Context: an optimization exercise on an open-source flow, tuned for a short achievable clock period and few clock cycles per item. The choices shown serve that exercise and are no tape-out recipe.
In this exercise RTL edits were held to simulation tests only and were not proved equivalent to the original.
Power and IR drop assume default switching activity.

## v4
==> flow/design.v (excerpt) <==
module nx_grid_top
(
      input  logic                 clk_i
    , input  logic                 reset_i
    , input  logic                 psel_i
    , input  logic                 penable_i
    , input  logic                 pwrite_i
    , input  logic [NX_APB_AW-1:0] paddr_i
    , input  logic [NX_MSG_W-1:0]  pwdata_i
    , output logic [NX_MSG_W-1:0]  prdata_o
    , output logic                 pready_o
    , output logic                 pslverr_o
);
logic [NX_MSG_W-1:0] msg_data;
logic                msg_valid;
logic [NX_NODES-1:0][3:0] msg_cmd;
logic [NX_NODES-1:0] early_valid, early_ok;
logic [NX_REGS-1:0]  early_data;
logic [NX_NODES-1:0][NX_MSG_W-1:0]    node_data;
logic [NX_NODES-1:0]                  node_valid;
logic [NX_NODES-1:0]                  node_busy, node_done;
logic [NX_NODES-1:0][NX_REGS-1:0]     node_outputs;
logic [NX_NODES-1:0][NX_RESULT_W-1:0] results;
nx_apb_host u_host (
      .clk_i      (clk_i    )
    , .reset_i    (reset_i  )
    , .psel_i     (psel_i   )
    , .penable_i  (penable_i)
    , .pwrite_i   (pwrite_i )
    , .paddr_i    (paddr_i  )
    , .pwdata_i   (pwdata_i )
    , .prdata_o   (prdata_o )
    , .pready_o   (pready_o )
    , .pslverr_o  (pslverr_o)
    , .msg_data_o (msg_data )
    , .msg_valid_o(msg_valid)
    , .msg_cmd_o  (msg_cmd  )
    , .early_valid_o(early_valid)
    , .early_data_o(early_data)
    , .early_ok_i (early_ok )
    , .busy_i     (node_busy)
    , .results_i  (results  )
);
nx_msg_dispatch u_dispatch (
      .clk_i       (clk_i     )
    , .reset_i     (reset_i   )
    , .msg_data_i  (msg_data  )
    , .msg_valid_i (msg_valid )
    , .node_data_o (node_data )
    , .node_valid_o(node_valid)
);
for (genvar i = 0; i < NX_NODES; i++) begin : g_node
    nx_node u_node (
          .clk_i      (clk_i          )
        , .reset_i    (reset_i        )
        , .msg_data_i (node_data[i]   )
  ...
export LEC_CHECK = 0
export ABC_CLOCK_PERIOD_IN_PS = 100
export CAP_MARGIN = 20
export CORE_MARGIN = 2
export CORE_UTILIZATION = 40
export SETUP_SLACK_MARGIN = 2.8
export SLEW_MARGIN = 20
export TNS_END_PERCENT = 100
create_clock -name core_clock -period 5.0 [get_ports {clk_i}]
standard.sh (not shown) runs the stock make flow with config.mk's settings and CLKGATE_MAP_FILE= SYNTH_SCRIPT=/design/flow/synth_recipe.tcl, a recipe that flattens the netlist after the stock synthesis.
==> flow/flow/run.sh <==
#!/bin/bash
# Standard layout, except that the port buffers are plain buffers rather than
# the delay-cell the resizer picks by default, and that timing repair may
# swap a cell for any other of the same function (not only the same footprint).
set -euo pipefail
cd "$(dirname "$0")/.."
bash standard.sh synth > synth.log 2>&1
bash standard.sh finish \
    "BUFFER_PORTS_ARGS=-buffer_cell sky130_fd_sc_hd__buf_4" \
    MATCH_CELL_FOOTPRINT=0 > layout.log 2>&1
v4 ran to completion and came out clean on the timing, design-rule and antenna checks.
Testbench counts of v4, summed over its fixed seeds: cycles 15,310, runs 2,020.
#### Input delta (v38 over v4)
# v4
export LEC_CHECK = 0
export ABC_CLOCK_PERIOD_IN_PS = 100
export CAP_MARGIN = 20
export CORE_MARGIN = 2
export CORE_UTILIZATION = 40
export SETUP_SLACK_MARGIN = 2.8
export SLEW_MARGIN = 20
export TNS_END_PERCENT = 100
create_clock -name core_clock -period 5.0 [get_ports {clk_i}]
# v38
export LEC_CHECK = 0
export ABC_CLOCK_PERIOD_IN_PS = 100
export CAP_MARGIN = 20
export CORE_MARGIN = 2
export CORE_UTILIZATION = 40
export CTS_CLUSTER_DIAMETER = 60
export CTS_CLUSTER_SIZE = 25
export SETUP_SLACK_MARGIN = 2.7
export SLEW_MARGIN = 20
export TNS_END_PERCENT = 100
create_clock -name core_clock -period 5.0 [get_ports {clk_i}]
### Flow results
- Looking at the reports, v38 completed the entire flow and the layout it produced met the timing, design-rule and antenna checks.
- v38: worst path setup slack after routing 0.015 ns above v4
- In the tables for v4 and v38, fmax reads lower with v4.
- v38 vs. v4: number of logic inverters in the finished layout held steady; post-CTS setup buffer count shrank by 45%; iteration count of the initial detailed-routing pass shrank by 3.
- From v4 to v38 the numbers moved as follows: layout buffer count excluding clock buffers dropped 38; final HPWL from detailed placement lost about 0.4%.
- Between v4 and v38, the number of cells in the finished layout apart from fillers is lower for v38.
- There was hardly any difference in sequential power between v4 and v38.
- Lower design area goes to v38 over v4.
- met2 layer usage reported by global route across v4 and v38: no real change.
[inputs] v20 vs v38
# v38
export LEC_CHECK = 0
export ABC_CLOCK_PERIOD_IN_PS = 100
export CAP_MARGIN = 20
export CORE_MARGIN = 2
export CORE_UTILIZATION = 40
export CTS_CLUSTER_DIAMETER = 60
export CTS_CLUSTER_SIZE = 25
export SETUP_SLACK_MARGIN = 2.7
export SLEW_MARGIN = 20
export TNS_END_PERCENT = 100
create_clock -name core_clock -period 5.0 [get_ports {clk_i}]
# v20
export LEC_CHECK = 0
export ABC_CLOCK_PERIOD_IN_PS = 100
export CAP_MARGIN = 20
export CORE_MARGIN = 2
export CORE_UTILIZATION = 40
export SETUP_SLACK_MARGIN = 2.6
export SLEW_MARGIN = 20
export TNS_END_PERCENT = 100
create_clock -name core_clock -period 5.0 [get_ports {clk_i}]
==> run notes <==
- v20 against v38: total half-perimeter wirelength after legalization and detailed placement shows no meaningful change, design area increased by 2300 sq um relative to the old numbers, combinational group share of total power went down by 0.7 points.
- v38 ended up with dfxtp_4 as its master of the slowest instance on the critical path; v20 ended up with nor4b_4.

re-timing with driven ports:
In the flow no input, the clock included, has a driving cell. The finished layouts below were timed again as built, in two steps.
Step 1: set_driving_cell puts a clkbuf_16 on clk_i and a buf_2 on each other input, an assumption about the parent block.
Step 2 times the ports against the registers' clock, not the clock port: input delays grow and output delays shrink by t, the midpoint of the rising clock arrivals with the driver on.
Slacks: ideal / step 1 / step 2; pairs: ideal / step 1.
| run | shift t [ns] | setup WS [ns] | hold WS [ns] | clock arrival spread, ns | worst register clock-pin slew, ns |
|---|---|---|---|---|---|
| v4 | 0.920 | 2.629 / 2.546 / 1.761 | 0.254 / 0.198 / 0.437 | 0.037 / 0.037 | 0.07 / 0.07 |
| v38 | 0.895 | 2.644 / 2.553 / 1.691 | 0.292 / 0.227 / 0.445 | 0.045 / 0.045 | 0.10 / 0.10 |
| v20 | 0.906 | 2.607 / 2.563 / 1.677 | 0.271 / 0.214 / 0.425 | 0.029 / 0.028 | 0.07 / 0.07 |
After both steps every run listed still meets setup and hold. For v38, which loses most, drivers alone change the setup slack by -0.091 ns; drivers and shift together by -0.953 ns.
